Background: an optimization exercise with open tools, aiming at small area, a short achievable clock period and few clock cycles per item. Do not read the settings as production practice.

job 102:
// mont_redc_ws
module mont_redc_ws #(
    parameter int P_WIDTH  = 64,
    parameter int W_WIDTH  = 32,
    parameter int PD_WIDTH = 2 * P_WIDTH,
    parameter int NUM_W    = P_WIDTH / W_WIDTH
) (
    input  logic                clk,
    input  logic                rst_n,
    input  logic                in_valid,
    output logic                in_ready,
    input  logic [PD_WIDTH-1:0] Mul_in,
    input  logic [P_WIDTH-1:0]  N_in,
    input  logic [W_WIDTH-1:0]  Nprime_in,
    output logic                out_valid,
    input  logic                out_ready,
    output logic [P_WIDTH-1:0]  res_out,
    output logic [P_WIDTH:0]    res_raw_out
);
Size in the first run: roughly 2,900 cells after synthesis, ~0.029 sq mm of cells after synthesis.
==> flow/config.mk <==
export PLATFORM = sky130hd
export DESIGN_NAME = mont_redc_ws
export DESIGN_NICKNAME = mont_redc_ws
export VERILOG_FILES = /design/flow/design.v
export SDC_FILE = /design/flow/constraint.sdc
export NUM_CORES = 4
export LEC_CHECK = 0
export CAP_MARGIN = 20
export CORE_MARGIN = 2
export CORE_UTILIZATION = 40
export CTS_BUF_LIST = sky130_fd_sc_hd__clkbuf_8
export SLEW_MARGIN = 60
==> flow/constraint.sdc <==
create_clock -name core_clock -period 16.0 [get_ports {clk}]
set_input_delay 3.2000 -clock core_clock [delete_from_list [all_inputs] [get_ports {clk}]]
set_output_delay 3.2000 -clock core_clock [all_outputs]
set_load 0.01 [all_outputs]
standard.sh (not shown) runs the stock make flow with config.mk's settings and CLKGATE_MAP_FILE= SYNTH_SCRIPT=/design/flow/synth_recipe.tcl, a recipe that flattens the netlist after the stock synthesis.
==> flow/flow/run.sh <==
#!/bin/bash
# The standard layout (standard.sh: ORFS synth .. finish), except that the port
# buffers use the smallest plain buffer cell (every port still gets its own buffer).
export BUFFER_PORTS_ARGS="-buffer_cell sky130_fd_sc_hd__buf_1"
bash standard.sh > standard.log 2>&1
--- input diff job 102..job 104 ---
==> flow/run.sh (new file) <==
#!/bin/bash
# synth_recipe.tcl (not shown) runs the flow's synth.tcl, then flattens the netlist and writes it again
# the make line also repeats each setting of config.mk as NAME=value (left out here)
make -C /OpenROAD-flow-scripts/flow DESIGN_CONFIG=/design/flow/config.mk WORK_HOME=/design/flow/orfs CLKGATE_MAP_FILE= SYNTH_SCRIPT=/design/flow/synth_recipe.tcl finish
diff --git a/flow/config.mk b/flow/config.mk
--- a/flow/config.mk
+++ b/flow/config.mk
@@ -11 +10,0 @@
-export CTS_BUF_LIST = sky130_fd_sc_hd__clkbuf_8
removed: flow/flow/run.sh
removed: flow/standard.sh
Notes after the runs:
Job 104 closes out successfully: all stages finished, all timing, DRC and antenna checks passed. Comparing job 102 and job 104, the lower routed wire length was measured on job 102. Compared with job 102, job 104 shows maximum number of pins on one net before global-route repair that has gone up by more than 10%.
No run of this note included a check of the RTL's function; only the layout flow was run.

========
== run D ==
mont_redc_ws, a different RTL version from the one above (not shown whole).
Size: ~33000 µm² of cells after synthesis.
Settings: LEC_CHECK=0, CAP_MARGIN=20, CORE_MARGIN=2, CORE_UTILIZATION=40, SLEW_MARGIN=60; clock period 16.0 ns.
==> flow/flow/run.sh <==
#!/bin/bash
cat standard.sh > standard_sh_copy.log
cat config.mk > config_copy.log
export SETUP_SLACK_MARGIN=9
bash standard.sh > standard.log 2>&1
Modified inputs, run C compared to run D
==> flow/run.sh (new file) <==
#!/bin/bash
# synth_recipe.tcl (not shown) runs the flow's synth.tcl, then flattens the netlist and writes it again
# the make line also repeats each setting of config.mk as NAME=value (left out here)
make -C /OpenROAD-flow-scripts/flow DESIGN_CONFIG=/design/flow/config.mk WORK_HOME=/design/flow/orfs CLKGATE_MAP_FILE= SYNTH_SCRIPT=/design/flow/synth_recipe.tcl finish
removed: flow/flow/run.sh
removed: flow/standard.sh
[summary]
Compared with run D, run C shows fmax that has gone down by a little under 10%. The run with more setup slack is run D; run C has less. Status: global routing met2 resource utilization parity (run C, run D). Max number of buffers outside the clock class in the layout across run C and run D: run D. Row shortest clock period the worst path allows after layout: run C higher / run D lower. Number of cells on the worst reg-to-reg path of run C falls short of that of run D by more than 10%. Diff run C..run D | hold slack | negligible. Total non-filler cell area in the finished layout on run C is ahead of run D. Of run C and run D, run C shows the lower number of buffer and inverter stages on the critical path, with run D above it.
No functional check of the RTL was part of any run of this note.

==> separate check: timing with driven ports <==
The results above use ideal ports. As a check the final layouts listed here were re-extracted and re-timed, cells and wires unchanged.
Step 1 sets driving cells, clkbuf_16 on the clock port and buf_2 on the other inputs (assumed; they add their load-dependent delay and slew).
Step 2 adds t to the input delays and takes it off the output delays; t is the mean of the earliest and latest rising clock arrival at the registers after step 1. Input paths then give back, and output paths get back, about the clock's delay inside the block.
Three values: ideal, step 1, step 2; two values: the first two.
run	t (ns)	setup slack, ns	clock arrival spread, ns	slew at the worst register clock pin (ns)	pins driven straight from the clock port
job 102	0.706	9.380 / 9.380 / 9.380	0.047 / 0.047	0.07 / 0.07	1
job 104	0.666	9.134 / 9.134 / 9.134	0.023 / 0.024	0.07 / 0.07	1
run D	0.667	9.226 / 9.226 / 9.226	0.031 / 0.030	0.06 / 0.06	1
run C	0.668	8.635 / 8.635 / 8.635	0.032 / 0.032	0.07 / 0.07	1
After both steps setup and hold are still met in every run listed.
